Background: an optimization exercise with open tools, aiming at small area and a short achievable clock period. Do not read the settings as production practice. The RTL was checked by simulation tests, not by an equivalence proof against the original design.

==> 12-05: inputs <==
==> flow/design.v <==
`timescale 1ns/1ps
module adc_fa (
    input  logic a_i,
    input  logic b_i,
    input  logic c_i,
    output logic s_o,
    output logic c_o
);
    assign s_o = a_i ^ b_i ^ c_i;
    assign c_o = (a_i & b_i) | (c_i & (a_i ^ b_i));
endmodule
module adc_mul (
    input  logic        clk_i,
    input  logic        rst_i,
    input  logic [11:0] x_i,
    input  logic [9:0]  y_i,
    input  logic [9:0]  z_i,
    output logic [11:0] fp_o             
);
    localparam int KA = 2;
    localparam int KB = 5;
    localparam int KC = 12 - KA - KB;
    localparam int YK = 9;
    logic [11:0] x_q;
    logic [9:0]  y_q;
    logic [9:0]  z_q;
    logic [3:0]  vld_q;                  
    always_ff @(posedge clk_i) begin
        x_q <= x_i;
        y_q <= y_i;
        z_q <= z_i;
    end
    always_ff @(posedge clk_i or posedge rst_i) begin
        if (rst_i) begin
            vld_q <= '0;
        end else begin
            vld_q <= {vld_q[2:0], 1'b1};
        end
    end
    logic [12:0] nacc [0:9];             
    logic [21:0] nprod;                  
    assign nacc[0] = {1'b1, ~(x_q & {12{y_q[0]}})};
    for (genvar r = 1; r < 10; r++) begin : g_row
        logic [11:0] na;
        logic [11:0] nb;
        assign na = nacc[r-1][12:1];
        assign nb = ~(x_q & {12{y_q[r]}});
        for (genvar i = 0; i < 12; i++) begin : g_bit
            logic nc;                    
            if (i == 0) begin : g_half
                assign nacc[r][0] = ~(na[0] ^ nb[0]);
                assign nc         = na[0] | nb[0];
            end else if (r == 1 && i == 11) begin : g_top
                assign nacc[r][i] = ~(nb[i] ^ g_bit[i-1].nc);
                assign nc         = nb[i] | g_bit[i-1].nc;
            end else begin : g_full
                adc_fa i_fa (.a_i(na[i]), .b_i(nb[i]), .c_i(g_bit[i-1].nc), .s_o(nacc[r][i]), .c_o(nc));
            end
        end
        assign nacc[r][12] = g_bit[11].nc;
    end
    for (genvar r = 0; r < 10; r++) begin : g_prod
        assign nprod[r] = nacc[r][0];
    end
    assign nprod[21:10] = nacc[9][12:1];
    logic [9:0] zd;
    assign zd = {z_q[9:1], z_q[0] | (z_q == '0)};
    for (genvar i = 0; i < 10; i++) begin : g_ge
        logic c;                         
        if (i == 0) begin : g_first
            assign c = ~nprod[12] | ~z_q[0];
        end else begin : g_next
            assign c = (~nprod[12+i] & ~z_q[i]) | (g_ge[i-1].c & (~nprod[12+i] | ~z_q[i]));
        end
    end
    logic [9:0] z_n8, z_n4, z_n2, z_odd, zon;
    assign z_n8  = (z_q[7:0]  == '0) ? (z_q  >> 8) : z_q;
    assign z_n4  = (z_n8[3:0] == '0) ? (z_n8 >> 4) : z_n8;
    assign z_n2  = (z_n4[1:0] == '0) ? (z_n4 >> 2) : z_n4;
    assign z_odd = {(z_n2[0] == '0) ? z_n2[9:1] >> 1 : z_n2[9:1], 1'b1};
    assign zon   = ~z_odd;
    logic [9:0] ymod_a [0:YK-1];         
    for (genvar k = 0; k < YK; k++) begin : g_ymod_a
        logic [k:0] t;
        logic [k:0] diff;
        if (k == 0) begin : g_first
            assign t = y_q[9];
        end else begin : g_next
            assign t = {ymod_a[k-1][k-1:0], y_q[9-k]};
        end
        for (genvar i = 0; i <= k; i++) begin : g_bit
            logic c;                     
            if (i == 0) begin : g_first
                assign diff[0] = ~(t[0] ^ zon[0]);
                assign c       = t[0] | zon[0];
            end else begin : g_next
                adc_fa i_fa (.a_i(t[i]), .b_i(zon[i]), .c_i(g_bit[i-1].c), .s_o(diff[i]), .c_o(c));
            end
        end
        assign ymod_a[k] = {{(9-k){1'b0}}, (g_bit[k].c && (z_odd[9:k+1] == '0)) ? diff : t};
    end
    logic [9:0]  nrem_a [0:KA];
    logic [11:0] nlq_a  [0:KA];          
    assign nrem_a[0] = nprod[21:12];
    assign nlq_a[0]  = nprod[11:0];
    for (genvar k = 0; k < KA; k++) begin : g_stp_a
        logic [10:0] nt;
        logic [9:0]  ndiff;
        logic        nq;
        assign nt = {nrem_a[k], nlq_a[k][11]};
        for (genvar i = 0; i < 10; i++) begin : g_bit
            logic nc;                    
            if (i == 0) begin : g_first
                assign ndiff[0] = nt[0] ^ zd[0];
                assign nc       = nt[0] & zd[0];
            end else begin : g_next
                adc_fa i_fa (.a_i(nt[i]), .b_i(zd[i]), .c_i(g_bit[i-1].nc), .s_o(ndiff[i]), .c_o(nc));
            end
        end
        assign nq          = g_bit[9].nc & nt[10];
        assign nrem_a[k+1] = nq ? nt[9:0] : ndiff;
        assign nlq_a[k+1]  = {nlq_a[k][10:0], nq};
    end
    logic [9:0] y_last;
    logic       y_div;                   
    assign y_last = {ymod_a[8][8:0], y_q[0]};
    assign y_div  = (y_last == '0) || (y_last == z_odd);
    logic       x_nz;
    assign x_nz = (x_q != '0);
    logic [9:0]  nrem_a_q;
    logic [11:0] nlq_a_q;
    logic [9:0]  zd_a_q;
    logic        sat_a_q;                
    logic        d_a_q;                  
    always_ff @(posedge clk_i) begin
        nrem_a_q <= nrem_a[KA];
        nlq_a_q  <= nlq_a[KA];
        zd_a_q   <= zd;
        sat_a_q <= g_ge[9].c && x_nz && (y_q != '0);
        d_a_q    <= !y_div && x_nz;
    end
    logic [9:0]  nrem_b [0:KB];
    logic [11:0] nlq_b  [0:KB];
    assign nrem_b[0] = nrem_a_q;
    assign nlq_b[0]  = nlq_a_q;
    for (genvar k = 0; k < KB; k++) begin : g_stp_b
        logic [10:0] nt;
        logic [9:0]  ndiff;
        logic        nq;
        assign nt = {nrem_b[k], nlq_b[k][11]};
        for (genvar i = 0; i < 10; i++) begin : g_bit
            logic nc;
            if (i == 0) begin : g_first
                assign ndiff[0] = nt[0] ^ zd_a_q[0];
                assign nc       = nt[0] & zd_a_q[0];
            end else begin : g_next
                adc_fa i_fa (.a_i(nt[i]), .b_i(zd_a_q[i]), .c_i(g_bit[i-1].nc), .s_o(ndiff[i]), .c_o(nc));
            end
        end
        assign nq          = g_bit[9].nc & nt[10];
        assign nrem_b[k+1] = nq ? nt[9:0] : ndiff;
        assign nlq_b[k+1]  = {nlq_b[k][10:0], nq};
    end
    logic [9:0]  nrem_b_q;
    logic [11:0] nlq_b_q;
    logic [9:0]  zd_b_q;
    logic        sat_b_q;
    logic        d_b_q;                  
    always_ff @(posedge clk_i) begin
        nrem_b_q <= nrem_b[KB];
        nlq_b_q  <= nlq_b[KB];
        zd_b_q   <= zd_a_q;
        sat_b_q <= sat_a_q;
        d_b_q    <= d_a_q;
    end
    logic [9:0]  nrem_c [0:KC-1];
    logic [11:0] nlq_c  [0:KC-1];
    assign nrem_c[0] = nrem_b_q;
    assign nlq_c[0]  = nlq_b_q;
    for (genvar k = 0; k < KC; k++) begin : g_stp_c
        logic [10:0] nt;
        logic [9:0]  ndiff;
        logic        nq;
        assign nt = {nrem_c[k], nlq_c[k][11]};
        for (genvar i = 0; i < 10; i++) begin : g_bit
            logic nc;
            if (i == 0) begin : g_first
                assign ndiff[0] = nt[0] ^ zd_b_q[0];
                assign nc       = nt[0] & zd_b_q[0];
            end else begin : g_next
                adc_fa i_fa (.a_i(nt[i]), .b_i(zd_b_q[i]), .c_i(g_bit[i-1].nc), .s_o(ndiff[i]), .c_o(nc));
            end
        end
        assign nq = g_bit[9].nc & nt[10];
        if (k < KC - 1) begin : g_next
            assign nrem_c[k+1] = nq ? nt[9:0] : ndiff;
            assign nlq_c[k+1]  = {nlq_c[k][10:0], nq};
        end
    end
    logic [11:0] quot_q;
    logic        sat_q;
    logic        dec_q;                  
    always_ff @(posedge clk_i) begin
        quot_q <= ~{nlq_c[KC-1][10:0], g_stp_c[KC-1].nq};
        sat_q  <= sat_b_q;
        dec_q  <= d_b_q && ((g_stp_c[KC-1].ndiff == '1) || (g_stp_c[KC-1].nt == '1));
    end
    logic [11:0] res;
    for (genvar i = 0; i < 12; i++) begin : g_dec
        if (i == 0) begin : g_first
            assign res[i] = vld_q[3] && (sat_q || (quot_q[i] ^ dec_q));
        end else begin : g_next
            assign res[i] = vld_q[3] && (sat_q || (quot_q[i] ^ (dec_q && (quot_q[i-1:0] == '0))));
        end
    end
    always_ff @(posedge clk_i or posedge rst_i) begin
        if (rst_i) begin
            fp_o <= '0;
        end else begin
            fp_o <= res;
        end
    end
endmodule
==> flow/flow/run.sh <==
#!/bin/bash
# The standard layout with three changes:
#  - the smallest buffer on the ports instead of a delay buffer;
#  - a clock tree under a strong root buffer, without dummy loads;
#  - half adder cells and the stronger sizes of logic cells left out, so that
#    synthesis maps half adders to gates (the design's half adders mostly need
#    inverted inputs or outputs) and uses the smallest cells; every path has
#    plenty of time at the design's period.
set -euo pipefail
export BUFFER_PORTS_ARGS="-buffer_cell sky130_fd_sc_hd__buf_1"
export CTS_ARGS="-sink_clustering_enable -repair_clock_nets -root_buf sky130_fd_sc_hd__clkbuf_16 -buf_list sky130_fd_sc_hd__clkbuf_4 -dont_use_dummy_load"
# The platform's own don't-use list, plus the half adders
plat_du=$(sed -n '/^export DONT_USE_CELLS += \\/,/^#/p' "$FLOW_HOME/platforms/$FLOW_PLATFORM/config.mk" \
          | grep -v '^#' | grep -v 'export' | tr -d '\\' | tr -s ' \n' ' ')
# Logic cells of drive 2 and up; buffers, inverters and flip-flops keep theirs
lib="$FLOW_HOME/platforms/$FLOW_PLATFORM/lib/sky130_fd_sc_hd__tt_025C_1v80.lib"
big=$(grep -oE 'cell *\( *"?sky130_fd_sc_hd__[a-z0-9_]+_(2|4|6|8|12|16)"? *\)' "$lib" | grep -oE 'sky130_fd_sc_hd__[a-z0-9_]+' \
      | grep -vE 'clkbuf|buf_|clkinv|inv_|dfrtp|dfxtp|dlygate|clkdly|fill|decap|tap|conb|diode|einv|ebuf|probe|lpflow|bufbuf|bufinv|clkinvlp' | tr '\n' ' ')
du="$plat_du sky130_fd_sc_hd__ha_1 $big"
echo "DONT_USE_CELLS=$du" > dont_use.log
bash standard.sh "DONT_USE_CELLS=$du" finish > standard.log 2>&1
==> flow/standard.sh <==
#!/bin/bash
# synth_recipe.tcl (not shown) runs the flow's synth.tcl, then flattens the netlist and writes it again
# the make line also repeats each setting of config.mk as NAME=value (left out here)
make -C /OpenROAD-flow-scripts/flow DESIGN_CONFIG=/design/flow/config.mk WORK_HOME=/design/flow/orfs CLKGATE_MAP_FILE= SYNTH_SCRIPT=/design/flow/synth_recipe.tcl "${@:-finish}"
==> flow/config.mk <==
export PLATFORM = sky130hd
export DESIGN_NAME = adc_mul
export DESIGN_NICKNAME = adc_mul
export VERILOG_FILES = /design/flow/design.v
export SDC_FILE = /design/flow/constraint.sdc
export NUM_CORES = 4
export LEC_CHECK = 0
export ABC_AREA = 1
export CAP_MARGIN = 20
export CORE_MARGIN = 2
export CORE_UTILIZATION = 70
export CTS_BUF_LIST = sky130_fd_sc_hd__clkbuf_8
export SLEW_MARGIN = 20
export SYNTH_HIERARCHICAL = 1
export SYNTH_MINIMUM_KEEP_SIZE = 0
==> flow/constraint.sdc <==
create_clock -name core_clock -period 110.0 [get_ports {clk_i}]
set_input_delay 22.0000 -clock core_clock [delete_from_list [all_inputs] [get_ports {clk_i}]]
set_output_delay 22.0000 -clock core_clock [all_outputs]
set_load 0.01 [all_outputs]
==> 07-02: changes against 12-05 <==
--- a/flow/design.v
+++ b/flow/design.v
@@ -22,3 +22,3 @@
     localparam int KC = 12 - KA - KB;
-    localparam int YK = 9;
+    localparam int YK = 6;
     logic [11:0] x_q;
@@ -79,3 +79,3 @@
     assign z_n2  = (z_n4[1:0] == '0) ? (z_n4 >> 2) : z_n4;
-    assign z_odd = {(z_n2[0] == '0) ? z_n2[9:1] >> 1 : z_n2[9:1], 1'b1};
+    assign z_odd = (z_n2[0]   == '0) ? (z_n2 >> 1) : z_n2;
     assign zon   = ~z_odd;
@@ -123,6 +123,2 @@
     end
-    logic [9:0] y_last;
-    logic       y_div;                   
-    assign y_last = {ymod_a[8][8:0], y_q[0]};
-    assign y_div  = (y_last == '0) || (y_last == z_odd);
     logic       x_nz;
@@ -133,3 +129,5 @@
     logic        sat_a_q;                
-    logic        d_a_q;                  
+    logic [9:0]  ym_a_q;                 
+    logic [9:0]  zon_a_q;                
+    logic        xnz_a_q;                
     always_ff @(posedge clk_i) begin
@@ -139,4 +137,30 @@
         sat_a_q <= g_ge[9].c && x_nz && (y_q != '0);
-        d_a_q    <= !y_div && x_nz;
-    end
+        ym_a_q  <= {ymod_a[YK-1][YK-1:0], y_q[9-YK:0]};
+        zon_a_q <= zon;
+        xnz_a_q <= x_nz;
+    end
+    logic [9:0] ymod_b [YK:8];
+    for (genvar k = YK; k < 9; k++) begin : g_ymod_b
+        logic [k:0] t;
+        logic [k:0] diff;
+        if (k == YK) begin : g_first
+            assign t = ym_a_q[9:9-k];
+        end else begin : g_next
+            assign t = {ymod_b[k-1][k-1:0], ym_a_q[9-k]};
+        end
+        for (genvar i = 0; i <= k; i++) begin : g_bit
+            logic c;
+            if (i == 0) begin : g_first
+                assign diff[0] = ~(t[0] ^ zon_a_q[0]);
+                assign c       = t[0] | zon_a_q[0];
+            end else begin : g_next
+                adc_fa i_fa (.a_i(t[i]), .b_i(zon_a_q[i]), .c_i(g_bit[i-1].c), .s_o(diff[i]), .c_o(c));
+            end
+        end
+        assign ymod_b[k] = {{(9-k){1'b0}}, (g_bit[k].c && (zon_a_q[9:k+1] == '1)) ? diff : t};
+    end
+    logic [9:0] y_last;
+    logic       y_div;                   
+    assign y_last = {ymod_b[8][8:0], ym_a_q[0]};
+    assign y_div  = (y_last == '0) || (y_last == ~zon_a_q);
     logic [9:0]  nrem_b [0:KB];
@@ -173,3 +197,3 @@
         sat_b_q <= sat_a_q;
-        d_b_q    <= d_a_q;
+        d_b_q   <= !y_div && xnz_a_q;
     end
==> flow/flow/run.sh (replaced) <==
#!/bin/bash
# The standard layout with three changes:
#  - the smallest buffer on the ports instead of a delay buffer;
#  - a clock tree under a strong root buffer, without dummy loads;
#  - half adder cells left out, so that synthesis maps half adders to gates
#    (the design's half adders mostly need inverted inputs or outputs).
set -euo pipefail
export BUFFER_PORTS_ARGS="-buffer_cell sky130_fd_sc_hd__buf_1"
export CTS_ARGS="-sink_clustering_enable -repair_clock_nets -root_buf sky130_fd_sc_hd__clkbuf_16 -buf_list sky130_fd_sc_hd__clkbuf_8 -dont_use_dummy_load"
# The platform's own don't-use list, plus the half adders
plat_du=$(sed -n '/^export DONT_USE_CELLS += \\/,/^#/p' "$FLOW_HOME/platforms/$FLOW_PLATFORM/config.mk" \
          | grep -v '^#' | grep -v 'export' | tr -d '\\' | tr -s ' \n' ' ')
du="$plat_du sky130_fd_sc_hd__ha_1 sky130_fd_sc_hd__ha_2 sky130_fd_sc_hd__ha_4"
echo "DONT_USE_CELLS=$du" > dont_use.log
bash standard.sh "DONT_USE_CELLS=$du" finish > standard.log 2>&1
==> 10-06: changes against 12-05 <==
--- a/flow/design.v
+++ b/flow/design.v
@@ -79,3 +79,3 @@
     assign z_n2  = (z_n4[1:0] == '0) ? (z_n4 >> 2) : z_n4;
-    assign z_odd = {(z_n2[0] == '0) ? z_n2[9:1] >> 1 : z_n2[9:1], 1'b1};
+    assign z_odd = (z_n2[0]   == '0) ? (z_n2 >> 1) : z_n2;
     assign zon   = ~z_odd;
==> flow/flow/run.sh (replaced) <==
#!/bin/bash
# The standard layout with three changes:
#  - the smallest buffer on the ports instead of a delay buffer;
#  - a clock tree under a strong root buffer, without dummy loads;
#  - half adder cells left out, so that synthesis maps half adders to gates
#    (the design's half adders mostly need inverted inputs or outputs).
set -euo pipefail
export BUFFER_PORTS_ARGS="-buffer_cell sky130_fd_sc_hd__buf_1"
export CTS_ARGS="-sink_clustering_enable -repair_clock_nets -root_buf sky130_fd_sc_hd__clkbuf_16 -buf_list sky130_fd_sc_hd__clkbuf_16 -dont_use_dummy_load"
# The platform's own don't-use list, plus the half adders
plat_du=$(sed -n '/^export DONT_USE_CELLS += \\/,/^#/p' "$FLOW_HOME/platforms/$FLOW_PLATFORM/config.mk" \
          | grep -v '^#' | grep -v 'export' | tr -d '\\' | tr -s ' \n' ' ')
du="$plat_du sky130_fd_sc_hd__ha_1 sky130_fd_sc_hd__ha_2 sky130_fd_sc_hd__ha_4"
echo "DONT_USE_CELLS=$du" > dont_use.log
bash standard.sh "DONT_USE_CELLS=$du" finish > standard.log 2>&1
==> qor summary <==
| item | 12-05 | 07-02 | 10-06 |
|---|---|---|---|
| FF+latch count, synth | 130 | 150 | 130 |
| Total placed instance area | 11930 µm² | 12530 µm² | 12420 µm² |
| Destination of the worst register-to-register timing path | d_a_q | dec_q | nrem_b_q[3] |
| Actual transition at the worst max-transition pin | 0.7217 ns | 0.6586 ns | 0.9059 ns |
| Synth Area in XOR/XNOR | 1.125% | 1.842% | 1.009% |
| Upper clock frequency limit | 43.72 MHz | 43.71 MHz | 43.67 MHz |
| Result of the run | timing/DRC/antenna clean | timing/DRC/antenna clean | timing/DRC/antenna clean |
| Synthesized area | 11670 µm² | 12290 µm² | 12150 µm² |
| Final clock skew | 0.05047 ns | 0.03025 ns | 0.01712 ns |
| Vias in the first global route | 8758 | 8530 | 9111 |
| Die Span X | 133.1 µm | 136.5 µm | 135.8 µm |
| Global routing met3 resource utilization | 4.338% | 5.630% | 4.078% |
| DIE AREA | 17730 µm² | 18640 µm² | 18430 µm² |
| Area Overhead vs Synth | 3.419% | 3.960% | 5.734% |
| Register area | 2683 µm² | 3083 µm² | 2683 µm² |
| Chip Height | 133.1 µm | 136.5 µm | 135.8 µm |
| Non-clock buffering overhead in the final layout | 1.461% | 1.380% | 1.315% |

re-timing with driven ports:
How much do the figures lean on ideal ports? The routed layouts below were timed once more, with nothing changed but the port constraints. Step 1: set_driving_cell puts a clkbuf_16 on clk_i and a buf_2 on each other input, an assumption about the parent block. Step 2 also shifts input and output timing later by t, the mid clock arrival at the registers, as if the neighbouring blocks saw the same clock. Slacks: ideal / step 1 / step 2; pairs: ideal / step 1.
run	t (ns)	setup WS [ns]	worst slew at a driven data input, ns	cell pins on the clock port's net
12-05	0.396	87.127 / 87.081 / 87.450	0.03	1
07-02	0.411	87.120 / 87.076 / 87.487	0.03	1
10-06	0.456	87.101 / 87.054 / 87.510	0.03	1
After both steps setup and hold are still met in every run listed.
